From an optimization exercise on the open Yosys and OpenROAD flow, aimed at small area, a short achievable clock period and few clock cycles per item; shortcuts taken in it are not production practice.
The RTL was checked by simulation tests, not by an equivalence proof against the original design.

==> job 1347: inputs <==
==> flow/design.v <==
`timescale 1ns / 1ps
package jlbl_pkg;
	localparam int unsigned WORD_W    = 32;
	localparam int unsigned MODE_W    = 2;
	localparam int unsigned CFG_IDX_W = 2;
	localparam int unsigned IN_DATA_W = 3 * WORD_W;
	localparam logic [MODE_W-1:0] MODE_VELOCITY = 2'd1;
	localparam logic [WORD_W-1:0] SPEED_COEFF_RST = 32'd65536;
endpackage
`timescale 1ns / 1ps
module jlbl_ctrl (
	input  logic [31:0] x,
	output logic [5:0]  len
);
	always_comb begin
		len = 6'd0;
		for (int i = 0; i < 32; i++) begin
			if (x[i]) len = 6'(i + 1);
		end
	end
endmodule
`timescale 1ns / 1ps
module jlbl_dp (
	input  logic        clk,
	input  logic        arst_n,
	input  logic        cfg_valid,
	input  logic [1:0]  cfg_index,
	input  logic [31:0] cfg_data,
	input  logic        s_tvalid,
	output logic        s_tready,
	input  logic [95:0] s_tdata,
	input  logic [1:0]  s_tuser,
	output logic        m_tvalid,
	input  logic        m_tready,
	output logic [31:0] m_tdata,
	output logic        m_tuser
);
	localparam logic [3:0] S_LOOK  = 4'd0;
	localparam logic [3:0] S_ACC   = 4'd1;
	localparam logic [3:0] S_PRIME = 4'd2;
	localparam logic [3:0] S_STEP  = 4'd3;
	localparam logic [3:0] S_DEC   = 4'd4;
	localparam logic [3:0] S_PROD0 = 4'd5;
	localparam logic [3:0] S_PROD  = 4'd6;
	localparam logic [3:0] S_SQRT  = 4'd7;
	localparam logic [3:0] S_ROUND = 4'd8;
	logic signed [31:0] lo_q, hi_q;
	logic [31:0]        dc_q, sc_q;
	logic               b_q;
	logic signed [31:0] lt_q, ut_q;
	logic [3:0]  st_q;
	logic [51:0] r1_q;     
	logic [49:0] r2_q;     
	logic [4:0]  idx_q;
	logic [2:0]  dg_q;     
	logic        sat_q;
	logic        neg_q;
	logic        brk_q;
	logic        pass_q;
	logic        mv_q;
	logic [31:0] md_q;
	logic        mu_q;
	assign m_tvalid = mv_q;
	assign m_tdata  = md_q;
	assign m_tuser  = mu_q;
	logic signed [31:0] pos, spd, cmdv;
	logic               vel;
	assign pos  = s_tdata[31:0];
	assign spd  = s_tdata[63:32];
	assign cmdv = s_tdata[95:64];
	assign vel  = (s_tuser == jlbl_pkg::MODE_VELOCITY);
	logic cmd_le0, cmd_ge0;
	assign cmd_le0 = cmdv[31] | (cmdv == 32'sd0);
	assign cmd_ge0 = ~cmdv[31];
	logic [30:0]        dthr;
	logic signed [32:0] lt_sum, ut_sum;
	logic signed [31:0] lt_n, ut_n, lt_s, ut_s;
	assign dthr   = sat_q ? 31'h7fff_ffff : r2_q[46:16];
	assign lt_sum = {lo_q[31], lo_q} + {2'b00, dthr};
	assign ut_sum = {hi_q[31], hi_q} - {2'b00, dthr};
	assign lt_n   = (lt_sum[32] != lt_sum[31]) ? 32'sh7fff_ffff : lt_sum[31:0];
	assign ut_n   = (ut_sum[32] != ut_sum[31]) ? 32'sh8000_0000 : ut_sum[31:0];
	assign lt_s   = b_q ? lt_q : lt_n;
	assign ut_s   = b_q ? ut_q : ut_n;
	logic below, above, brake, outside, need_sq;
	assign below   = pos < lt_s;
	assign above   = pos > ut_s;
	assign brake   = (below & cmd_le0) | (above & cmd_ge0);
	assign outside = (pos <= lo_q) | (pos >= hi_q);
	assign need_sq = brake & ~outside;
	logic [31:0] gap;
	assign gap = below ? 32'(pos - lo_q) : 32'(hi_q - pos);
	logic [31:0] spd_abs, spd_u;
	logic [5:0]  spd_len;
	assign spd_abs = spd[31] ? 32'(-spd) : spd;
	assign spd_u   = spd ^ {32{spd[31]}};
	jlbl_ctrl u_len_spd (.x(spd_u), .len(spd_len));
	logic [4:0] top_digit;
	assign top_digit = 5'((spd_len + 6'(spd[31])) >> 1);
	logic [36:0] mext;
	logic [4:0]  win;
	assign mext = {2'b00, md_q, 3'b000};
	assign win  = mext[{idx_q, 1'b0} +: 5];
	logic [46:0] t_init, q_init;
	always_comb begin
		case (win[3:2])
			2'b00:   begin t_init = '0;                  q_init = '0;                  end
			2'b11:   begin t_init = 47'({dc_q, 1'b0});   q_init = 47'({dc_q, 2'b00});  end
			default: begin t_init = 47'(dc_q);           q_init = 47'(dc_q);           end
		endcase
	end
	logic        b_one, b_two, b_neg;
	assign b_one = dg_q[1] ^ dg_q[0];
	assign b_two = dg_q[2] ? ~(dg_q[1] | dg_q[0]) : (dg_q[1] & dg_q[0]);
	assign b_neg = dg_q[2] & ~(dg_q[1] & dg_q[0]);
	logic [46:0] t_cur, q_cur;
	assign t_cur = r1_q[46:0];
	assign q_cur = r2_q[46:0];
	logic [49:0] t_add;
	logic [52:0] q_add, q_dc;
	logic [49:0] t_nxt;
	logic [52:0] q_nxt;
	always_comb begin
		t_add = b_two ? 50'({dc_q, 1'b0}) : (b_one ? 50'(dc_q) : 50'd0);
		q_add = b_two ? 53'({t_cur, 4'b0000}) : (b_one ? 53'({t_cur, 3'b000}) : 53'd0);
		q_dc  = b_two ? 53'({dc_q, 2'b00}) : (b_one ? 53'(dc_q) : 53'd0);
		if (b_neg) begin
			t_add = -t_add;
			q_add = -q_add;
		end
		t_nxt = {t_cur, 2'b00} + t_add;
		q_nxt = {q_cur, 4'b0000} + q_add + q_dc;
	end
	logic sat_nxt;
	assign sat_nxt = (|t_nxt[49:47]) | (|q_nxt[52:47]);
	logic [5:0] sc_len;
	jlbl_ctrl u_len_sc (.x(sc_q), .len(sc_len));
	logic [4:0] np;       
	assign np = (sc_len == 6'd0) ? 5'd1 : 5'((sc_len + 6'd1) >> 1);
	logic [1:0]  sd;
	logic [33:0] p_sum;
	logic        p_last;
	assign sd     = sc_q[{idx_q[3:0], 1'b0} +: 2];
	assign p_sum  = 34'(r2_q[49:18]) + (sd[0] ? 34'(r1_q[31:0]) : 34'd0)
		+ (sd[1] ? {1'b0, r1_q[31:0], 1'b0} : 34'd0);
	assign p_last = (idx_q == (np - 5'd1));
	logic [5:0] g_len;
	jlbl_ctrl u_len_g (.x(r1_q[31:0]), .len(g_len));
	logic [4:0] sq_top, sq_end;
	assign sq_top = 5'((g_len + 6'd17) >> 1);
	assign sq_end = 5'd16 - np;
	logic [1:0]  pair;
	logic [24:0] root;
	logic [26:0] rem;
	logic [29:0] sq_try;
	assign pair   = r2_q[{idx_q, 1'b0} +: 2];
	assign root   = r1_q[51:27];
	assign rem    = r1_q[26:0];
	assign sq_try = {1'b0, rem, pair} - {3'b000, root, 2'b01};
	logic [24:0] rnd;
	assign rnd = 25'((26'(root) + 26'd1) >> 1);
	logic out_free;
	assign out_free = ~mv_q | m_tready;
	always_comb begin
		s_tready = 1'b0;
		case (st_q)
			S_ACC:   s_tready = ~mv_q;
			S_DEC:   s_tready = ~mv_q;
			S_PROD0: s_tready = 1'b1;
			default: s_tready = 1'b0;
		endcase
	end
	always_ff @(posedge clk or negedge arst_n) begin
		if (!arst_n) begin
			lo_q <= '0;
			hi_q <= '0;
			dc_q <= '0;
			sc_q <= jlbl_pkg::SPEED_COEFF_RST;
		end else if (cfg_valid) begin
			case (cfg_index)
				2'd0: lo_q <= cfg_data;
				2'd1: hi_q <= cfg_data;
				2'd2: dc_q <= cfg_data;
				default: sc_q <= cfg_data;
			endcase
		end
	end
	always_ff @(posedge clk or negedge arst_n) begin
		if (!arst_n) begin
			st_q <= S_LOOK;
			b_q  <= 1'b0;
			mv_q <= 1'b0;
		end else begin
			if (mv_q && m_tready) mv_q <= 1'b0;
			case (st_q)
				S_LOOK: begin
					if (s_tvalid) begin
						if (!vel) begin
							st_q <= S_ACC;
						end else if (b_q) begin
							b_q  <= brake;
							st_q <= need_sq ? S_PROD0 : S_ACC;
						end else if (out_free) begin
							st_q <= S_PRIME;
						end
					end
				end
				S_ACC: begin
					if (!mv_q) begin
						mv_q <= 1'b1;
						st_q <= S_LOOK;
					end
				end
				S_PRIME: begin
					st_q <= (idx_q == 5'd0) ? S_DEC : S_STEP;
				end
				S_STEP: begin
					if (idx_q == 5'd0 || sat_nxt) st_q <= S_DEC;
				end
				S_DEC: begin
					if (!mv_q) begin
						b_q <= brake;
						if (need_sq) begin
							st_q <= S_PROD;
						end else begin
							mv_q <= 1'b1;
							st_q <= S_LOOK;
						end
					end
				end
				S_PROD0, S_PROD: begin
					if (p_last) begin
						st_q <= (sq_top >= sq_end) ? S_SQRT : S_ROUND;
					end else begin
						st_q <= S_PROD;
					end
				end
				S_SQRT: begin
					if (idx_q == sq_end) st_q <= S_ROUND;
				end
				S_ROUND: begin
					if (!mv_q) begin
						mv_q <= 1'b1;
						st_q <= S_LOOK;
					end
				end
				default: st_q <= S_LOOK;
			endcase
		end
	end
	always_ff @(posedge clk) begin
		case (st_q)
			S_LOOK: begin
				if (s_tvalid) begin
					if (!vel) begin
						pass_q <= 1'b1;
						brk_q  <= 1'b0;
					end else if (b_q) begin
						pass_q <= ~brake;
						brk_q  <= brake;
						neg_q  <= below;
						r1_q   <= 52'(gap);
						r2_q   <= '0;
						idx_q  <= '0;
					end else if (out_free) begin
						md_q  <= spd_abs;
						idx_q <= top_digit;
						sat_q <= 1'b0;
					end
				end
			end
			S_ACC: begin
				if (!mv_q) begin
					md_q <= pass_q ? cmdv : 32'd0;
					mu_q <= brk_q;
				end
			end
			S_PRIME: begin
				r1_q[46:0] <= t_init;
				r2_q[46:0] <= q_init;
				dg_q       <= win[2:0];
				idx_q      <= idx_q - 5'd1;
			end
			S_STEP: begin
				r1_q[46:0] <= t_nxt[46:0];
				r2_q[46:0] <= q_nxt[46:0];
				sat_q      <= sat_nxt;
				dg_q       <= win[2:0];
				idx_q      <= idx_q - 5'd1;
			end
			S_DEC: begin
				if (!mv_q) begin
					lt_q  <= lt_n;
					ut_q  <= ut_n;
					neg_q <= below;
					if (need_sq) begin
						r1_q  <= 52'(gap);
						r2_q  <= '0;
						idx_q <= '0;
					end else begin
						md_q <= brake ? 32'd0 : cmdv;
						mu_q <= brake;
					end
				end
			end
			S_PROD0, S_PROD: begin
				r2_q <= {p_sum[33:2], p_sum[1:0], r2_q[17:2]};
				if (p_last) begin
					r1_q  <= '0;
					idx_q <= sq_top;
				end else begin
					idx_q <= idx_q + 5'd1;
				end
			end
			S_SQRT: begin
				if (!sq_try[29]) begin
					r1_q <= {root[23:0], 1'b1, sq_try[26:0]};
				end else begin
					r1_q <= {root[23:0], 1'b0, rem[24:0], pair};
				end
				idx_q <= idx_q - 5'd1;
			end
			S_ROUND: begin
				if (!mv_q) begin
					md_q <= neg_q ? 32'(-rnd) : 32'(rnd);
					mu_q <= 1'b1;
				end
			end
			default: begin
			end
		endcase
	end
endmodule
`timescale 1ns / 1ps
module joint_limit_braking_limiter (
	input  logic                               clk,
	input  logic                               arst_n,
	input  logic                               cfg_valid,
	output logic                               cfg_ready,
	input  logic [jlbl_pkg::CFG_IDX_W-1:0]     cfg_index,
	input  logic [jlbl_pkg::WORD_W-1:0]        cfg_data,
	input  logic                               s_tvalid,
	output logic                               s_tready,
	input  logic [jlbl_pkg::IN_DATA_W-1:0]     s_tdata,   
	input  logic [jlbl_pkg::MODE_W-1:0]        s_tuser,   
	output logic                               m_tvalid,
	input  logic                               m_tready,
	output logic [jlbl_pkg::WORD_W-1:0]        m_tdata,   
	output logic                               m_tuser    
);
	assign cfg_ready = 1'b1;
	jlbl_dp u_dp (
		.clk       (clk),
		.arst_n    (arst_n),
		.cfg_valid (cfg_valid),
		.cfg_index (cfg_index),
		.cfg_data  (cfg_data),
		.s_tvalid  (s_tvalid),
		.s_tready  (s_tready),
		.s_tdata   (s_tdata),
		.s_tuser   (s_tuser),
		.m_tvalid  (m_tvalid),
		.m_tready  (m_tready),
		.m_tdata   (m_tdata),
		.m_tuser   (m_tuser)
	);
endmodule
==> flow/run.sh <==
#!/bin/bash
# synth_recipe.tcl (not shown) runs the flow's synth.tcl, then flattens the netlist and writes it again
# the make line also repeats each setting of config.mk as NAME=value (left out here)
make -C /OpenROAD-flow-scripts/flow DESIGN_CONFIG=/design/flow/config.mk WORK_HOME=/design/flow/orfs CLKGATE_MAP_FILE= SYNTH_SCRIPT=/design/flow/synth_recipe.tcl finish
==> flow/config.mk <==
export PLATFORM = sky130hd
export DESIGN_NAME = joint_limit_braking_limiter
export DESIGN_NICKNAME = joint_limit_braking_limiter
export VERILOG_FILES = /design/flow/design.v
export SDC_FILE = /design/flow/constraint.sdc
export NUM_CORES = 4
export LEC_CHECK = 0
export CAP_MARGIN = 20
export CORE_MARGIN = 2
export CORE_UTILIZATION = 40
export SLEW_MARGIN = 20
==> flow/constraint.sdc <==
create_clock -name core_clock -period 12.0 [get_ports {clk}]
set_input_delay 2.4000 -clock core_clock [delete_from_list [all_inputs] [get_ports {clk}]]
set_output_delay 2.4000 -clock core_clock [all_outputs]
set_load 0.01 [all_outputs]
==> job 7026: changes against job 1347 <==
--- a/flow/design.v
+++ b/flow/design.v
@@ -82,24 +82,26 @@
 	assign ut_n   = (ut_sum[32] != ut_sum[31]) ? 32'sh8000_0000 : ut_sum[31:0];
 	assign lt_s   = b_q ? lt_q : lt_n;
 	assign ut_s   = b_q ? ut_q : ut_n;
+	logic [32:0] gl, gu;
+	assign gl = {pos[31], pos} + {~lo_q[31], ~lo_q};
+	assign gu = {hi_q[31], hi_q} + {~pos[31], ~pos};
 	logic below, above, brake, outside, need_sq;
 	assign below   = pos < lt_s;
 	assign above   = pos > ut_s;
 	assign brake   = (below & cmd_le0) | (above & cmd_ge0);
-	assign outside = (pos <= lo_q) | (pos >= hi_q);
+	assign outside = gl[32] | gu[32];
 	assign need_sq = brake & ~outside;
-	logic [31:0] gap;
-	assign gap = below ? 32'(pos - lo_q) : 32'(hi_q - pos);
-	logic [31:0] spd_abs, spd_u;
+	logic [31:0] gap1;     
+	assign gap1 = below ? gl[31:0] : gu[31:0];
+	logic [31:0] spd_u;
 	logic [5:0]  spd_len;
-	assign spd_abs = spd[31] ? 32'(-spd) : spd;
-	assign spd_u   = spd ^ {32{spd[31]}};
+	assign spd_u = spd ^ {32{spd[31]}};
 	jlbl_ctrl u_len_spd (.x(spd_u), .len(spd_len));
 	logic [4:0] top_digit;
-	assign top_digit = 5'((spd_len + 6'(spd[31])) >> 1);
+	assign top_digit = 5'(spd_len >> 1);
 	logic [36:0] mext;
 	logic [4:0]  win;
-	assign mext = {2'b00, md_q, 3'b000};
+	assign mext = {3'b000, md_q[30:0], md_q[31], 2'b00};
 	assign win  = mext[{idx_q, 1'b0} +: 5];
 	logic [46:0] t_init, q_init;
 	always_comb begin
@@ -116,49 +118,56 @@
 	logic [46:0] t_cur, q_cur;
 	assign t_cur = r1_q[46:0];
 	assign q_cur = r2_q[46:0];
-	logic [49:0] t_add;
-	logic [52:0] q_add, q_dc;
-	logic [49:0] t_nxt;
-	logic [52:0] q_nxt;
-	always_comb begin
-		t_add = b_two ? 50'({dc_q, 1'b0}) : (b_one ? 50'(dc_q) : 50'd0);
-		q_add = b_two ? 53'({t_cur, 4'b0000}) : (b_one ? 53'({t_cur, 3'b000}) : 53'd0);
-		q_dc  = b_two ? 53'({dc_q, 2'b00}) : (b_one ? 53'(dc_q) : 53'd0);
-		if (b_neg) begin
-			t_add = -t_add;
-			q_add = -q_add;
-		end
-		t_nxt = {t_cur, 2'b00} + t_add;
-		q_nxt = {q_cur, 4'b0000} + q_add + q_dc;
-	end
-	logic sat_nxt;
-	assign sat_nxt = (|t_nxt[49:47]) | (|q_nxt[52:47]);
 	logic [5:0] sc_len;
 	jlbl_ctrl u_len_sc (.x(sc_q), .len(sc_len));
 	logic [4:0] np;       
 	assign np = (sc_len == 6'd0) ? 5'd1 : 5'((sc_len + 6'd1) >> 1);
 	logic [1:0]  sd;
-	logic [33:0] p_sum;
 	logic        p_last;
 	assign sd     = sc_q[{idx_q[3:0], 1'b0} +: 2];
-	assign p_sum  = 34'(r2_q[49:18]) + (sd[0] ? 34'(r1_q[31:0]) : 34'd0)
-		+ (sd[1] ? {1'b0, r1_q[31:0], 1'b0} : 34'd0);
 	assign p_last = (idx_q == (np - 5'd1));
 	logic [5:0] g_len;
 	jlbl_ctrl u_len_g (.x(r1_q[31:0]), .len(g_len));
 	logic [4:0] sq_top, sq_end;
-	assign sq_top = 5'((g_len + 6'd17) >> 1);
+	assign sq_top = (g_len >= 6'd31) ? 5'd24 : 5'((g_len + 6'd18) >> 1);
 	assign sq_end = 5'd16 - np;
 	logic [1:0]  pair;
 	logic [24:0] root;
 	logic [26:0] rem;
-	logic [29:0] sq_try;
-	assign pair   = r2_q[{idx_q, 1'b0} +: 2];
-	assign root   = r1_q[51:27];
-	assign rem    = r1_q[26:0];
-	assign sq_try = {1'b0, rem, pair} - {3'b000, root, 2'b01};
-	logic [24:0] rnd;
-	assign rnd = 25'((26'(root) + 26'd1) >> 1);
+	assign pair = r2_q[{idx_q, 1'b0} +: 2];
+	assign root = r1_q[51:27];
+	assign rem  = r1_q[26:0];
+	logic [49:0] a2_x, a2_y, add2;
+	logic [52:0] a3_x, a3_y, a3_z, add3;
+	always_comb begin
+		case (st_q)
+			S_SQRT: begin
+				a2_x = 50'({1'b0, rem, pair});
+				a2_y = {23'h7f_ffff, ~root, 2'b11};
+			end
+			S_ROUND: begin
+				a2_x = 50'({8'h00, root[24:1]} ^ {32{neg_q}});
+				a2_y = 50'(root[0] ^ neg_q);
+			end
+			default: begin
+				a2_x = {1'b0, t_cur, 1'b0, b_neg};
+				a2_y = (b_two ? 50'({dc_q, 1'b0}) : (b_one ? 50'(dc_q) : 50'd0)) ^ {50{b_neg}};
+			end
+		endcase
+		if (st_q == S_STEP) begin
+			a3_x = {2'b00, q_cur, 3'b000, b_neg};
+			a3_y = (b_two ? {2'b00, t_cur, 4'b0000} : (b_one ? {3'b000, t_cur, 3'b000} : 53'd0)) ^ {53{b_neg}};
+			a3_z = b_two ? 53'({dc_q, 2'b00}) : (b_one ? 53'(dc_q) : 53'd0);
+		end else begin
+			a3_x = 53'(r2_q[49:18]);
+			a3_y = sd[0] ? 53'(r1_q[31:0]) : 53'd0;
+			a3_z = sd[1] ? 53'({r1_q[31:0], 1'b0}) : 53'd0;
+		end
+		add2 = a2_x + a2_y;
+		add3 = a3_x + a3_y + a3_z;
+	end
+	logic sat_nxt;
+	assign sat_nxt = (|add2[49:47]) | (|add3[52:47]);
 	logic out_free;
 	assign out_free = ~mv_q | m_tready;
 	always_comb begin
@@ -259,11 +268,11 @@
 						pass_q <= ~brake;
 						brk_q  <= brake;
 						neg_q  <= below;
-						r1_q   <= 52'(gap);
-						r2_q   <= '0;
+						r1_q   <= 52'(gap1);
+						r2_q   <= {sc_q, 18'd0};
 						idx_q  <= '0;
 					end else if (out_free) begin
-						md_q  <= spd_abs;
+						md_q  <= {spd[31], spd_u[30:0]};
 						idx_q <= top_digit;
 						sat_q <= 1'b0;
 					end
@@ -282,8 +291,8 @@
 				idx_q      <= idx_q - 5'd1;
 			end
 			S_STEP: begin
-				r1_q[46:0] <= t_nxt[46:0];
-				r2_q[46:0] <= q_nxt[46:0];
+				r1_q[46:0] <= add2[46:0];
+				r2_q[46:0] <= add3[46:0];
 				sat_q      <= sat_nxt;
 				dg_q       <= win[2:0];
 				idx_q      <= idx_q - 5'd1;
@@ -294,8 +303,8 @@
 					ut_q  <= ut_n;
 					neg_q <= below;
 					if (need_sq) begin
-						r1_q  <= 52'(gap);
-						r2_q  <= '0;
+						r1_q  <= 52'(gap1);
+						r2_q  <= {sc_q, 18'd0};
 						idx_q <= '0;
 					end else begin
 						md_q <= brake ? 32'd0 : cmdv;
@@ -304,7 +313,7 @@
 				end
 			end
 			S_PROD0, S_PROD: begin
-				r2_q <= {p_sum[33:2], p_sum[1:0], r2_q[17:2]};
+				r2_q <= {add3[33:2], add3[1:0], r2_q[17:2]};
 				if (p_last) begin
 					r1_q  <= '0;
 					idx_q <= sq_top;
@@ -313,8 +322,8 @@
 				end
 			end
 			S_SQRT: begin
-				if (!sq_try[29]) begin
-					r1_q <= {root[23:0], 1'b1, sq_try[26:0]};
+				if (!add2[29]) begin
+					r1_q <= {root[23:0], 1'b1, add2[26:0]};
 				end else begin
 					r1_q <= {root[23:0], 1'b0, rem[24:0], pair};
 				end
@@ -322,7 +331,7 @@
 			end
 			S_ROUND: begin
 				if (!mv_q) begin
-					md_q <= neg_q ? 32'(-rnd) : 32'(rnd);
+					md_q <= add2[31:0];
 					mu_q <= 1'b1;
 				end
 			end
Settings changed: CORE_UTILIZATION 40 to 55, SETUP_SLACK_MARGIN set to 5.
==> summary of the runs <==
Clock skew: job 1347 is lower than job 7026 (8.9 ps). Between job 7026 and job 1347, the lower first-iteration DRC count is in job 1347 (gap 24%, measured against job 1347). Of job 1347 and job 7026, job 7026 has the higher fmax (gap about 27%, measured against job 7026). Of job 1347 and job 7026, job 1347 has the higher wire length (gap about 7%, measured against job 7026). Of job 7026 and job 1347, job 7026 has the higher sequential share of layout area (gap 1.7 points).
==> figures <==
Result of the run: job 7026 timing/DRC/antenna clean; job 1347 timing/DRC/antenna clean
Share of post-route cells with drive strength above 1: job 7026 12.4%; job 1347 7.58%
CTS buffer count: job 7026 44; job 1347 46
Inverters, non-clock: job 7026 240; job 1347 339
Initial Util: job 7026 55.7%; job 1347 40.4%
Number of vias per cell after detailed routing: job 7026 6.79; job 1347 6.21
Timing endpoint of the critical path: job 7026 u_dp.r1_q[8]; job 1347 u_dp.r2_q[5]
Number of global-route vias before repair: job 7026 34200; job 1347 38900
Tapcells inserted: job 7026 873; job 1347 1391
Length in cells of the worst reg-to-reg path: job 7026 34; job 1347 32
Worst setup slack before clock tree synthesis: job 7026 2480 ps; job 1347 1070 ps
Post-synth net total: job 7026 4992; job 1347 5896
Worst hold margin: job 7026 573 ps; job 1347 528 ps
Initial antenna violation count: job 7026 8; job 1347 10
Simple-gate portion of the synthesized area: job 7026 16.8%; job 1347 18.5%
Testbench counts of job 1347, summed over its fixed seeds: cycles 14,041, items 2,400.
Testbench counts of job 7026, summed over its fixed seeds: cycles 13,881, items 2,400.

port drivers added, routing unchanged:
The flow's constraints put no driver on any port. The routed layouts listed below were extracted and timed again, unchanged, in two steps. Step 1 (the two cells are an assumption about what drives the block):
set clk [get_ports {clk}]
set_driving_cell -lib_cell sky130_fd_sc_hd__clkbuf_16 $clk
set_driving_cell -lib_cell sky130_fd_sc_hd__buf_2 [delete_from_list [all_inputs] $clk]
Step 2, shift: input delay + t, output delay - t, t = (earliest + latest rising clock arrival at the registers) / 2. This alone moves slack from input paths to output paths. a / b / c = ideal ports / drivers / drivers and shift; a / b = the first two.
run	shift t [ns]	setup slack, ns	cell pins on the clock port's net
job 1347	0.683	0.963 / 0.963 / 0.963	1
job 7026	0.678	3.982 / 3.982 / 3.982	1
After both steps every run listed still meets setup and hold.
